Background: an optimization exercise with open tools, aiming at small area, a short achievable clock period and few clock cycles per item. Do not read the settings as production practice.
Function was checked by simulation only, so behaviour that the tests miss may differ from the original.
Power is estimated from default activity; no workload was simulated.

== xenon ==
==> flow/design.v <==
package ppq_pkg;
   localparam int QUEUE_DEPTH = 16;
   localparam int IDX_W = $clog2(QUEUE_DEPTH);
   localparam int CNT_W = $clog2(QUEUE_DEPTH + 1);
   localparam int COUNT_FIELD_W = 5;
   typedef enum logic [1:0] {
      ACT_ENQUEUE = 2'd0,
      ACT_PICK    = 2'd1,
      ACT_STEAL   = 2'd2,
      ACT_NOP     = 2'd3
   } action_type;
   typedef enum logic [1:0] {
      STAT_DONE    = 2'd0,
      STAT_IGNORED = 2'd1,
      STAT_FULL    = 2'd2,
      STAT_EMPTY   = 2'd3
   } status_type;
   typedef enum logic {
      ST_IDLE = 1'b0,
      ST_EXEC = 1'b1
   } state_type;
   typedef struct packed {
      logic load;    
      logic exec;    
   } cmd_type;
   typedef struct packed {
      logic [7:0]               task_id;
      logic [7:0]               task_prio;
      logic                     runnable;
      logic                     task_is_idle;
   } req_fields_type;
   typedef struct packed {
      status_type               status;
      logic [7:0]               out_task_id;
      logic [7:0]               out_task_prio;
      logic                     resched_req;
      logic [COUNT_FIELD_W-1:0] queue_count;
   } rsp_fields_type;
endpackage
module ppq_datapath (
   input  logic        clock,
   input  logic        reset,
   input  logic        exec,
   input  logic [1:0]  act,
   input  logic [7:0]  r_id,
   input  logic [7:0]  r_prio,
   input  logic        r_runnable,
   input  logic        r_idle,
   input  logic        preempt_en,
   output logic [1:0]  rsp_status,
   output logic [7:0]  rsp_id,
   output logic [7:0]  rsp_prio,
   output logic        rsp_resched,
   output logic [4:0]  rsp_count
);
   localparam int N = 16;
   logic [7:0]   task_ff [N];
   logic [7:0]   prio_ff [N];
   logic [N-1:0] occ_ff, head_ff;
   logic [4:0]   count_ff;
   logic [7:0]   run_task_ff, run_prio_ff;
   logic         run_valid_ff, front_mark_ff, resched_ff;
   logic [1:0]   status_ff;
   logic [7:0]   out_id_ff, out_prio_ff;
   logic [N-1:0] tail, rd, lt, eq, same, stay, shift, wr;
   logic         hit, full, empty, front;
   logic         ins, pick_ok, steal_ok, set_resched;
   logic [1:0]   status_in;
   logic [7:0]   rd_id, rd_prio;
   function automatic logic [1:0] cmp8(input logic [7:0] a, input logic [7:0] b);
      logic l, e;
      l = 1'b0;
      e = 1'b1;
      for (int k = 7; k >= 0; k--) begin
         l = l | (e & ~a[k] & b[k]);
         e = e & ~(a[k] ^ b[k]);
      end
      cmp8 = {l, e};
   endfunction
   logic [1:0] crun;
   always_comb begin
      for (int i = 0; i < N; i++) begin
         {lt[i], eq[i]} = cmp8(prio_ff[i], r_prio);
         same[i] = occ_ff[i] && (task_ff[i] == r_id);
         tail[i] = occ_ff[i] && (!occ_ff[(i + 1) % N] || head_ff[(i + 1) % N]);
         rd[i]   = (act == 2'd1) ? head_ff[i] : tail[i];
      end
      crun  = cmp8(r_prio, run_prio_ff);
      front = run_valid_ff && front_mark_ff && (r_id == run_task_ff);
      hit   = |same;
      for (int i = 0; i < N; i++) begin
         stay[i] = occ_ff[i] && (lt[i] || (!front && eq[i]));
      end
      rd_id   = 8'd0;
      rd_prio = 8'd0;
      for (int i = 0; i < N; i++) begin
         rd_id   = rd_id | ({8{rd[i]}} & task_ff[i]);
         rd_prio = rd_prio | ({8{rd[i]}} & prio_ff[i]);
      end
   end
   assign full  = count_ff[4];
   assign empty = !(|occ_ff);
   assign ins         = exec && (act == 2'd0) && !r_idle && !hit && !full;
   assign pick_ok     = exec && (act == 2'd1) && !empty;
   assign steal_ok    = exec && (act == 2'd2) && !empty;
   assign set_resched = !r_runnable && preempt_en && run_valid_ff && crun[1];
   always_comb begin
      case (act)
         2'd0: status_in = (r_idle || hit) ? 2'd1 : full ? 2'd2 : 2'd0;
         2'd1, 2'd2: status_in = empty ? 2'd3 : 2'd0;
         default: status_in = 2'd0;
      endcase
   end
   always_comb begin
      for (int i = 0; i < N; i++) begin
         shift[i] = occ_ff[(i + N - 1) % N] && !stay[(i + N - 1) % N];
         wr[i]    = ins && (shift[i] || (!stay[i] && (stay[(i + N - 1) % N] || head_ff[i])));
      end
   end
   always_ff @(posedge clock) begin
      for (int i = 0; i < N; i++) begin
         task_ff[i] <= ({8{!wr[i]}} & task_ff[i]) | ({8{wr[i] & shift[i]}} & task_ff[(i + N - 1) % N])
                     | ({8{wr[i] & !shift[i]}} & r_id);
         prio_ff[i] <= ({8{!wr[i]}} & prio_ff[i]) | ({8{wr[i] & shift[i]}} & prio_ff[(i + N - 1) % N])
                     | ({8{wr[i] & !shift[i]}} & r_prio);
      end
   end
   always_ff @(posedge clock) begin
      if (exec) begin
         status_ff   <= status_in;
         out_id_ff   <= (act[1] ^ act[0]) && !empty ? rd_id : 8'd0;
         out_prio_ff <= (act[1] ^ act[0]) && !empty ? rd_prio : 8'd0;
      end
   end
   always_ff @(posedge clock) begin
      if (reset) begin
         occ_ff        <= '0;
         head_ff       <= 16'd1;
         count_ff      <= '0;
         run_task_ff   <= '0;
         run_prio_ff   <= '0;
         run_valid_ff  <= 1'b0;
         front_mark_ff <= 1'b0;
         resched_ff    <= 1'b0;
      end else begin
         occ_ff <= (occ_ff | wr) & ~({N{pick_ok}} & head_ff) & ~({N{steal_ok}} & tail);
         if (ins) begin
            count_ff <= count_ff + 5'd1;
            if (set_resched) begin
               resched_ff    <= 1'b1;
               front_mark_ff <= 1'b1;
            end else if (front) begin
               front_mark_ff <= 1'b0;
            end
         end
         if (pick_ok || steal_ok) count_ff <= count_ff - 5'd1;
         if (exec && act == 2'd1) resched_ff <= 1'b0;
         if (pick_ok) begin
            head_ff       <= {head_ff[N-2:0], head_ff[N-1]};
            run_task_ff   <= rd_id;
            run_prio_ff   <= rd_prio;
            run_valid_ff  <= 1'b1;
            front_mark_ff <= 1'b0;
         end
      end
   end
   assign rsp_status  = status_ff;
   assign rsp_id      = out_id_ff;
   assign rsp_prio    = out_prio_ff;
   assign rsp_resched = resched_ff;
   assign rsp_count   = count_ff;
endmodule
module preemptive_priority_ready_queue (
   input  logic        clock,
   input  logic        reset,
   input  logic        req_tvalid,
   output logic        req_tready,
   input  logic [23:0] req_tdata,   
   input  logic [1:0]  req_tuser,   
   output logic        rsp_tvalid,
   input  logic        rsp_tready,
   output logic [23:0] rsp_tdata,   
   output logic [1:0]  rsp_tuser,   
   input  logic        csr_psel,
   input  logic        csr_penable,
   input  logic        csr_pwrite,
   input  logic [2:0]  csr_paddr,
   input  logic [31:0] csr_pwdata,
   output logic [31:0] csr_prdata,
   output logic        csr_pready
);
   logic        preempt_en_ff;
   logic        rsp_valid_ff;
   logic        exec;
   logic [1:0]  rsp_status;
   logic [7:0]  rsp_id, rsp_prio;
   logic        rsp_resched;
   logic [4:0]  rsp_count;
   assign csr_pready = 1'b1;
   assign csr_prdata = {31'b0, preempt_en_ff && !csr_paddr[2]};
   always_ff @(posedge clock) begin
      if (reset) begin
         preempt_en_ff <= 1'b0;
      end else if (csr_psel && csr_penable && csr_pwrite && !csr_paddr[2]) begin
         preempt_en_ff <= csr_pwdata[0];
      end
   end
   assign req_tready = !rsp_valid_ff || rsp_tready;
   assign exec       = req_tvalid && req_tready;
   assign rsp_tvalid = rsp_valid_ff;
   always_ff @(posedge clock) begin
      if (reset) begin
         rsp_valid_ff <= 1'b0;
      end else if (req_tready) begin
         rsp_valid_ff <= req_tvalid;
      end
   end
   ppq_datapath u_datapath (
      .clock       (clock),
      .reset       (reset),
      .exec        (exec),
      .act         (req_tuser),
      .r_id        (req_tdata[7:0]),
      .r_prio      (req_tdata[15:8]),
      .r_runnable  (req_tdata[16]),
      .r_idle      (req_tdata[17]),
      .preempt_en  (preempt_en_ff),
      .rsp_status  (rsp_status),
      .rsp_id      (rsp_id),
      .rsp_prio    (rsp_prio),
      .rsp_resched (rsp_resched),
      .rsp_count   (rsp_count)
   );
   assign rsp_tuser = rsp_status;
   assign rsp_tdata = {2'b00, rsp_count, rsp_resched, rsp_prio, rsp_id};
endmodule
==> flow/config.mk <==
export PLATFORM = sky130hd
export DESIGN_NAME = preemptive_priority_ready_queue
export DESIGN_NICKNAME = preemptive_priority_ready_queue
export VERILOG_FILES = /design/flow/design.v
export SDC_FILE = /design/flow/constraint.sdc
export NUM_CORES = 4
export LEC_CHECK = 0
export CAP_MARGIN = 20
export CORE_MARGIN = 2
export CORE_UTILIZATION = 40
export SETUP_SLACK_MARGIN = 2.6
export SLEW_MARGIN = 20
==> flow/constraint.sdc <==
create_clock -name core_clock -period 5.5 [get_ports {clock}]
set_input_delay 1.1000 -clock core_clock [delete_from_list [all_inputs] [get_ports {clock}]]
set_output_delay 1.1000 -clock core_clock [all_outputs]
set_load 0.01 [all_outputs]
run.sh (not shown) runs the stock make flow with config.mk's settings and CLKGATE_MAP_FILE= SYNTH_SCRIPT=/design/flow/synth_recipe.tcl, a recipe that flattens the netlist after the stock synthesis.
No stage failed in xenon, and the final checks on the layout all came back clean.
Testbench counts of xenon, summed over its fixed seeds: cycles 12,008, items 12,000.
#### Input delta (lagoon over xenon)
--- a/flow/config.mk
+++ b/flow/config.mk
@@ -10,3 +10,6 @@
 export CORE_UTILIZATION = 40
-export SETUP_SLACK_MARGIN = 2.6
+export CTS_CLUSTER_DIAMETER = 80
+export CTS_CLUSTER_SIZE = 20
+export SETUP_SLACK_MARGIN = 2.2
 export SLEW_MARGIN = 20
+export TNS_END_PERCENT = 10
Notes after the runs:
[compare] base=xenon new=lagoon: via-per-instance ratio decreased 1.5%, clock-buffer cell count decreased 58%.
Cell count came out lower on lagoon than on xenon.
Between lagoon and xenon, it is lagoon whose critical path data arrival time is higher, by 110 ps.
lagoon against xenon: iteration count of the initial detailed-routing pass shrank by 1; minimum hold slack held steady; buffer count excluding the clock tree in the final layout shrank by about 30%; CTS H-tree depth shrank by 1.
Headroom to the max-slew limit: lagoon vs xenon down 11 points
Run comparison: lagoon library cell contributing the largest single delay on the critical path sky130_fd_sc_hd__buf_2; xenon library cell contributing the largest single delay on the critical path sky130_fd_sc_hd__a31oi_2
In the metrics for xenon and lagoon, the one carrying the lower combinational group share of total power is lagoon.
Relative to xenon, lagoon improves total wire length.
--- input diff lagoon..onyx ---
--- a/flow/config.mk
+++ b/flow/config.mk
@@ -14,2 +14 @@
 export SLEW_MARGIN = 20
-export TNS_END_PERCENT = 10
Notes after the runs:
Diff lagoon -> onyx: met2 routing resource usage after global routing went up 0.74 points, met1 capacity usage during global routing went down 1.1 points, detailed placement HPWL went down 1.7%, maximum fanout encountered on the critical timing path went up 6.
Edits applied to the flow inputs when going from onyx to garnet:
--- a/flow/config.mk
+++ b/flow/config.mk
@@ -10,5 +10,3 @@
 export CORE_UTILIZATION = 40
-export CTS_CLUSTER_DIAMETER = 80
-export CTS_CLUSTER_SIZE = 20
-export SETUP_SLACK_MARGIN = 2.2
+export SETUP_SLACK_MARGIN = 2.0
 export SLEW_MARGIN = 20
--- outcome ---
- garnet and onyx all finish clean.
- Going from onyx to garnet, power in combinational cells saw a decrease, final weighted congestion in routability-driven placement moved up, total power now larger.
- onyx -> garnet: clock power increased by more than a quarter
- Number of setup buffers added after CTS sits lower in garnet than in onyx.

-- afterwards: timing with drivers on the ports --
In the flow no input, the clock included, has a driving cell. The finished layouts below were timed again as built, in two steps.
Step 1 (the two cells are an assumption about what drives the block):
set clk [get_ports {clock}]
set_driving_cell -lib_cell sky130_fd_sc_hd__clkbuf_16 $clk
set_driving_cell -lib_cell sky130_fd_sc_hd__buf_2 [delete_from_list [all_inputs] $clk]
Step 2 moves the port delays by t, midway between the first and last clock arrival at a register: inputs arrive t later, outputs are due t later. That takes back most of the time a late clock gives input paths.
Three values: ideal, step 1, step 2; two values: the first two.
run	t (ns)	slack for setup (ns)	worst setup path at the end	worst data-port slew with drivers (ns)	pins driven straight from the clock port
xenon	0.643	2.123 / 2.033 / 1.390	input to register	0.23	1
lagoon	0.635	2.031 / 2.032 / 1.397	input to register	0.08	1
onyx	0.637	2.193 / 2.218 / 1.581	input to register	0.06	1
garnet	0.627	2.019 / 2.046 / 1.419	input to register	0.05	1
After both steps every run listed still meets setup and hold. The setup slack of xenon, which loses most, moves by -0.090 ns with the drivers and by -0.733 ns with both steps.
